This is an optimization exercise on Yosys and OpenROAD, whose aim is small area, a short achievable clock period and few clock cycles per item, not a production implementation. Where RTL was checked, it was by simulation tests only, not by an equivalence proof against the original.

## exp/pepper
==> flow/design.v <==
`timescale 1ns / 1ps
`default_nettype none
package bgpr_pkg;
  localparam int COLUMNS = 128;
  localparam int SMP_W   = 8;
  localparam int COL_W   = 7;
  localparam int ROW_W   = 2;
  localparam int CNT_W   = 8;
  localparam logic [1:0] OP_CLEAR = 2'd0;
  localparam logic [1:0] OP_LOAD  = 2'd1;
  localparam logic [1:0] OP_READ  = 2'd2;
  localparam logic [1:0] OP_NONE  = 2'd3;
  localparam logic [SMP_W-1:0] FULL_SCALE_RST = 8'd75;
  localparam int FIFO_D = 8;
  localparam int OUT_SLOTS = FIFO_D + 1;
endpackage
`default_nettype wire
`timescale 1ns / 1ps
`default_nettype none
module bgpr_front (
  input  wire logic        clk,
  input  wire logic        wr,        
  input  wire logic [7:0]  wdata,
  input  wire logic [7:0]  sel_hi,    
  input  wire logic [15:0] sel_lo,    
  output logic [7:0]       rdata
);
  logic [7:0] ring [128];
  always_ff @(posedge clk) begin
    ring[0] <= wr ? wdata : ring[127];
    for (int i = 1; i < 128; i++) ring[i] <= ring[i-1];
  end
  logic [7:0] grp [8];
  always_comb begin
    for (int g = 0; g < 8; g++) begin
      grp[g] = '0;
      for (int j = 0; j < 16; j++) grp[g] = grp[g] | (ring[16*g+j] & {8{sel_lo[j]}});
    end
    rdata = '0;
    for (int g = 0; g < 8; g++) rdata = rdata | (grp[g] & {8{sel_hi[g]}});
  end
endmodule
`default_nettype wire
`timescale 1ns / 1ps
`default_nettype none
module bgpr_queue (
  input  wire logic clk,
  input  wire logic rst,
  input  wire logic push,
  input  wire logic [3:0] push_code,
  input  wire logic pop,
  output logic [3:0] head,
  output logic      empty
);
  localparam int D = bgpr_pkg::FIFO_D;
  logic [3:0] entries [D];
  logic [D-1:0] fill;
  assign empty = !fill[0];
  always_comb begin
    head = '0;
    for (int i = 0; i < D; i++) begin
      if (fill[i] && (i == D - 1 || !fill[(i + 1) % D])) head = head | entries[i];
    end
  end
  always_ff @(posedge clk) begin
    if (rst) begin
      fill <= '0;
    end else if (push && !pop) begin
      fill <= {fill[D-2:0], 1'b1};
    end else if (pop && !push) begin
      fill <= {1'b0, fill[D-1:1]};
    end
  end
  always_ff @(posedge clk) begin
    if (push) begin
      entries[0] <= push_code;
      for (int i = 1; i < D; i++) entries[i] <= entries[i-1];
    end
  end
endmodule
`default_nettype wire
`timescale 1ns / 1ps
`default_nettype none
module bgpr_back (
  input  wire logic       clk,
  input  wire logic       rst,
  input  wire logic [7:0] floor_value,
  input  wire logic [7:0] s,            
  input  wire logic       in_valid,
  input  wire logic [7:0] in_x,         
  input  wire logic [1:0] in_row,
  output logic [5:0]      vv,           
  output logic            out_valid,
  output logic [3:0]      out_code,     
  output logic [7:0]      out_byte,     
  output logic            out_sv
);
  function automatic logic [8:0] nstep(input logic [8:0] p, input logic [7:0] sv);
    nstep = {p[7:0], ~p[8]} + ({1'b0, sv} ^ {9{~p[8]}});
  endfunction
  logic       v3;
  logic [7:0] x3;
  logic [1:0] row3;
  always_ff @(posedge clk) begin
    if (rst) v3 <= 1'b0;
    else     v3 <= in_valid;
    x3   <= in_x;
    row3 <= in_row;
  end
  logic [8:0] diff3;
  logic [7:0] d3;
  assign diff3 = {1'b0, x3} - {1'b0, floor_value};
  assign d3    = diff3[8] ? 8'd0 : diff3[7:0];
  logic       v4;
  logic [7:0] r4;
  logic [1:0] row4;
  always_ff @(posedge clk) begin
    if (rst) v4 <= 1'b0;
    else     v4 <= v3;
    r4   <= d3;
    row4 <= row3;
  end
  logic [8:0] st4;
  logic       q5_4;
  assign st4  = nstep({1'b0, r4}, s);
  assign q5_4 = r4 >= s;
  logic       v5;
  logic [1:0] q54_5;
  logic [8:0] r5;
  logic [1:0] row5;
  always_ff @(posedge clk) begin
    if (rst) v5 <= 1'b0;
    else     v5 <= v4;
    r5    <= st4;
    q54_5 <= {q5_4, ~st4[8]};
    row5  <= row4;
  end
  logic [8:0] st5;
  assign st5 = nstep(r5, s);
  logic       v6;
  logic [2:0] q53_6;
  logic [8:0] r6;
  logic [1:0] row6;
  always_ff @(posedge clk) begin
    if (rst) v6 <= 1'b0;
    else     v6 <= v5;
    r6    <= st5;
    q53_6 <= {q54_5, ~st5[8]};
    row6  <= row5;
  end
  logic [8:0] st6;
  logic       full6, zero6;
  assign st6   = nstep(r6, s);
  assign full6 = q53_6[2] || q53_6[1:0] > ~row6;
  assign zero6 = !q53_6[2] && q53_6[1:0] < ~row6;
  logic       v7, full7, zero7, q2_7;
  logic [8:0] r7;
  always_ff @(posedge clk) begin
    if (rst) v7 <= 1'b0;
    else     v7 <= v6;
    r7    <= st6;
    full7 <= full6;
    zero7 <= zero6;
    q2_7  <= ~st6[8];
  end
  logic [8:0] st7;
  assign st7 = nstep(r7, s);
  logic       v8, full8, zero8;
  logic [1:0] q21_8;
  logic [8:0] r8;
  always_ff @(posedge clk) begin
    if (rst) v8 <= 1'b0;
    else     v8 <= v7;
    r8    <= st7;
    full8 <= full7;
    zero8 <= zero7;
    q21_8 <= {q2_7, ~st7[8]};
  end
  logic [8:0] st8;
  assign st8 = nstep(r8, s);
  assign out_valid = v8;
  logic q0_8;
  assign q0_8      = ~st8[8];
  assign out_sv    = s != 8'd0;
  assign out_code  = !out_sv ? 4'd15 :
                     full8   ? 4'd8  :
                     zero8   ? 4'd0  : {1'b0, q21_8, q0_8};
  always_comb begin
    for (int i = 0; i < 8; i++) begin
      out_byte[7 - i] = out_sv && !zero8 &&
                        (full8 || 2 * int'(q21_8) > i || (2 * int'(q21_8) == i && q0_8));
    end
  end
  assign vv        = {v8, v7, v6, v5, v4, v3};
endmodule
`default_nettype wire
`timescale 1ns / 1ps
`default_nettype none
module bar_graph_page_renderer_unit (
  input  wire logic  clk,
  input  wire logic  rst,
  input  wire logic         items_valid,
  output logic              items_ready,
  input  wire logic [1:0]   items_operation,
  input  wire logic [7:0]   items_sample,
  input  wire logic [1:0]   items_row,
  input  wire logic [6:0]   items_column,
  input  wire logic         cfg_valid,
  output logic              cfg_ready,
  input  wire logic [1:0]   cfg_index,
  input  wire logic [7:0]   cfg_data,
  output logic              results_valid,
  input  wire logic         results_ready,
  output logic [7:0]        results_pixel_byte,
  output logic              results_scale_valid
);
  logic [7:0] floor_value;
  logic [7:0] full_scale;
  logic [7:0] n;           
  logic [6:0] a1;          
  logic [6:0] gap;         
  logic [7:0] peak;
  logic       pk_v;
  logic       pk_clr;
  logic [7:0] pk_smp;
  logic [7:0] s_use;
  logic        v2;
  logic [7:0]  sel_hi;
  logic [15:0] sel_lo;
  logic [1:0]  row2;
  logic       ready_q;
  logic [3:0] outstanding;
  logic in_acc;
  assign in_acc      = items_valid && ready_q;
  assign items_ready = ready_q;
  assign cfg_ready   = 1'b1;
  logic ld, clr, rd, ld_do;
  assign ld    = in_acc && items_operation == bgpr_pkg::OP_LOAD;
  assign clr   = in_acc && items_operation == bgpr_pkg::OP_CLEAR;
  assign rd    = in_acc && items_operation == bgpr_pkg::OP_READ;
  assign ld_do = ld && !n[7];
  logic [7:0] n_nxt;
  logic [6:0] gap_nxt;
  assign n_nxt   = clr ? 8'd0 : ld_do ? n + 8'd1 : n;
  assign gap_nxt = ld_do ? 7'd0 : gap - 7'd1;
  logic       pk_above;
  logic [7:0] pk_span;
  assign pk_above = pk_smp > floor_value;
  assign pk_span  = pk_smp - floor_value;
  logic [5:0] vv;         
  logic       busy;       
  logic       pk_apply;
  assign busy     = v2 || (vv != '0);
  assign pk_apply = pk_v && !busy;
  always_ff @(posedge clk) begin
    if (rst) begin
      floor_value <= '0;
      full_scale  <= bgpr_pkg::FULL_SCALE_RST;
      n           <= '0;
      peak        <= '0;
      pk_v        <= 1'b0;
    end else begin
      if (cfg_valid) begin
        if (cfg_index == 2'd0) floor_value <= cfg_data;
        if (cfg_index == 2'd1) full_scale  <= cfg_data;
      end
      n <= n_nxt;
      if (pk_apply) begin
        if (pk_clr) begin
          peak <= '0;
        end else if (pk_above && pk_span > peak) begin
          peak <= pk_span;
        end
      end
      if (clr || ld_do) begin
        pk_v <= 1'b1;
      end else if (pk_apply) begin
        pk_v <= 1'b0;
      end
    end
    if (clr || ld_do) begin
      pk_clr <= clr;
      pk_smp <= items_sample;
    end
    gap    <= gap_nxt;
    a1     <= (ld_do && n == 8'd0) ? 7'd1 : a1 + 7'd1;
    s_use  <= (full_scale != '0) ? full_scale : peak;
  end
  logic [6:0] place;
  logic       draw;
  assign place = a1 - items_column;
  assign draw  = {1'b0, items_column} < n;
  always_ff @(posedge clk) begin
    if (rst) v2 <= 1'b0;
    else     v2 <= rd;
    for (int i = 0; i < 8; i++)  sel_hi[i] <= draw && place[6:4] == 3'(i);
    for (int i = 0; i < 16; i++) sel_lo[i] <= place[3:0] == 4'(i);
    row2 <= items_row;
  end
  logic [7:0] rdata;
  bgpr_front u_front (
    .clk    (clk),
    .wr     (ld_do),
    .wdata  (items_sample),
    .sel_hi (sel_hi),
    .sel_lo (sel_lo),
    .rdata  (rdata)
  );
  logic       v_res;
  logic [3:0] code_res;
  logic [7:0] byte_res;
  logic       sv_res;
  bgpr_back u_back (
    .clk         (clk),
    .rst         (rst),
    .floor_value (floor_value),
    .s           (s_use),
    .in_valid    (v2),
    .in_x        (rdata),
    .in_row      (row2),
    .vv          (vv),
    .out_valid   (v_res),
    .out_code    (code_res),
    .out_byte    (byte_res),
    .out_sv      (sv_res)
  );
  logic       out_valid;
  logic [7:0] out_byte;
  logic       out_sv;
  logic       out_free;
  logic       f_push, f_pop, f_empty;
  logic [3:0] f_head;
  assign out_free  = !out_valid || results_ready;
  assign f_pop     = out_free && !f_empty;
  assign f_push    = v_res && (!out_free || !f_empty);
  bgpr_queue u_queue (
    .clk       (clk),
    .rst       (rst),
    .push      (f_push),
    .push_code (code_res),
    .pop       (f_pop),
    .head      (f_head),
    .empty     (f_empty)
  );
  always_ff @(posedge clk) begin
    if (rst) begin
      out_valid <= 1'b0;
    end else if (out_free) begin
      out_valid <= !f_empty || v_res;
    end
    if (out_free) begin
      if (f_empty) begin
        out_sv   <= sv_res;
        out_byte <= byte_res;
      end else begin
        out_sv   <= f_head != 4'd15;
        out_byte <= (f_head == 4'd15) ? 8'd0 : ~(8'hFF >> f_head);
      end
    end
  end
  assign results_valid       = out_valid;
  assign results_pixel_byte  = out_byte;
  assign results_scale_valid = out_sv;
  logic [3:0] out_nxt;
  logic       res_out, credit_nxt;
  logic       z_nxt;
  logic       pk_v_nxt;
  logic       busy_nxt;
  assign res_out    = out_valid && results_ready;
  assign out_nxt    = (rd && !res_out) ? outstanding + 4'd1 :
                      (res_out && !rd) ? outstanding - 4'd1 : outstanding;
  assign credit_nxt = (rd && !res_out) ? outstanding < 4'(bgpr_pkg::OUT_SLOTS - 1) :
                      (res_out && !rd) ? 1'b1 :
                                         outstanding < 4'(bgpr_pkg::OUT_SLOTS);
  assign z_nxt      = ld_do || gap == 7'd1 || clr || (n == 8'd0 && !ld_do) ||
                      n[7] || (ld_do && n == 8'd127);
  assign pk_v_nxt   = clr || ld_do || (pk_v && busy);
  assign busy_nxt   = rd || v2 || (vv[4:0] != '0);
  always_ff @(posedge clk) begin
    if (rst) begin
      outstanding <= '0;
      ready_q     <= 1'b1;
    end else begin
      outstanding <= out_nxt;
      ready_q     <= z_nxt && !(pk_v_nxt && busy_nxt) && credit_nxt;
    end
  end
endmodule
`default_nettype wire
Settings: LEC_CHECK=0, CAP_MARGIN=20, CORE_MARGIN=2, CORE_UTILIZATION=40, CTS_BUF_LIST=sky130_fd_sc_hd__clkbuf_16, CTS_CLUSTER_DIAMETER=70, CTS_CLUSTER_SIZE=25, SETUP_SLACK_MARGIN=2.7, SLEW_MARGIN=20; clock period 5.0 ns.
run.sh (not shown) runs the stock make flow with config.mk's settings and CLKGATE_MAP_FILE= SYNTH_SCRIPT=/design/flow/synth_recipe.tcl, a recipe that flattens the netlist after the stock synthesis.
For exp/maple, these inputs were changed with respect to exp/pepper:
--- a/flow/design.v
+++ b/flow/design.v
@@ -223,5 +223,6 @@
   logic       pk_v;
   logic       pk_clr;
-  logic [7:0] pk_smp;
+  logic       pk_gt;
+  logic [7:0] pk_span;
   logic [7:0] s_use;
   logic        v2;
@@ -244,8 +245,4 @@
   assign n_nxt   = clr ? 8'd0 : ld_do ? n + 8'd1 : n;
   assign gap_nxt = ld_do ? 7'd0 : gap - 7'd1;
-  logic       pk_above;
-  logic [7:0] pk_span;
-  assign pk_above = pk_smp > floor_value;
-  assign pk_span  = pk_smp - floor_value;
   logic [5:0] vv;         
   logic       busy;       
@@ -269,5 +266,5 @@
         if (pk_clr) begin
           peak <= '0;
-        end else if (pk_above && pk_span > peak) begin
+        end else if (pk_gt && pk_span > peak) begin
           peak <= pk_span;
         end
@@ -280,6 +277,7 @@
     end
     if (clr || ld_do) begin
-      pk_clr <= clr;
-      pk_smp <= items_sample;
+      pk_clr  <= clr;
+      pk_gt   <= items_sample > floor_value;
+      pk_span <= items_sample - floor_value;
     end
     gap    <= gap_nxt;
@@ -368,11 +366,9 @@
   logic       busy_nxt;
   assign res_out    = out_valid && results_ready;
-  assign out_nxt    = (rd && !res_out) ? outstanding + 4'd1 :
-                      (res_out && !rd) ? outstanding - 4'd1 : outstanding;
+  assign out_nxt    = outstanding + {3'd0, rd} - {3'd0, res_out};
   assign credit_nxt = (rd && !res_out) ? outstanding < 4'(bgpr_pkg::OUT_SLOTS - 1) :
                       (res_out && !rd) ? 1'b1 :
                                          outstanding < 4'(bgpr_pkg::OUT_SLOTS);
-  assign z_nxt      = ld_do || gap == 7'd1 || clr || (n == 8'd0 && !ld_do) ||
-                      n[7] || (ld_do && n == 8'd127);
+  assign z_nxt      = gap_nxt == 7'd0 || n_nxt == 8'd0 || n_nxt[7];
   assign pk_v_nxt   = clr || ld_do || (pk_v && busy);
   assign busy_nxt   = rd || v2 || (vv[4:0] != '0);
Results
Multi-input combinational area share across exp/pepper and exp/maple: no real change. Area of the mapped netlist delta (exp/maple -> exp/pepper): insignificant. Headroom to the max-slew limit is higher on exp/maple. Compared exp/maple against exp/pepper; number of instances in the placed design within noise. Compared with exp/pepper, in exp/maple synthesized cell count comparable; number of sequential cells in the layout comparable.
Testbench counts of exp/maple, summed over its fixed seeds: cycles 10,384, items 8,192.
For exp/pepper, only the layout was checked, not whether the RTL still works.

-- afterwards: timing with drivers on the ports --
How much do the figures lean on ideal ports? The routed layouts below were timed once more, with nothing changed but the port constraints. Step 1 sets driving cells, clkbuf_16 on the clock port and buf_2 on the other inputs (assumed; they add their load-dependent delay and slew). Step 2 also shifts input and output timing later by t, the mid clock arrival at the registers, as if the neighbouring blocks saw the same clock. Three values: ideal, step 1, step 2; two values: the first two.
run	shift t [ns]	slack for setup (ns)	worst hold slack (ns)
exp/pepper	0.729	1.977 / 1.977 / 1.977	0.315 / 0.315 / 0.315
exp/maple	0.724	2.750 / 2.686 / 2.055	0.327 / 0.327 / 0.327
After both steps setup and hold are still met in every run listed. For exp/maple, which loses most, drivers alone change the setup slack by -0.064 ns; drivers and shift together by -0.695 ns.
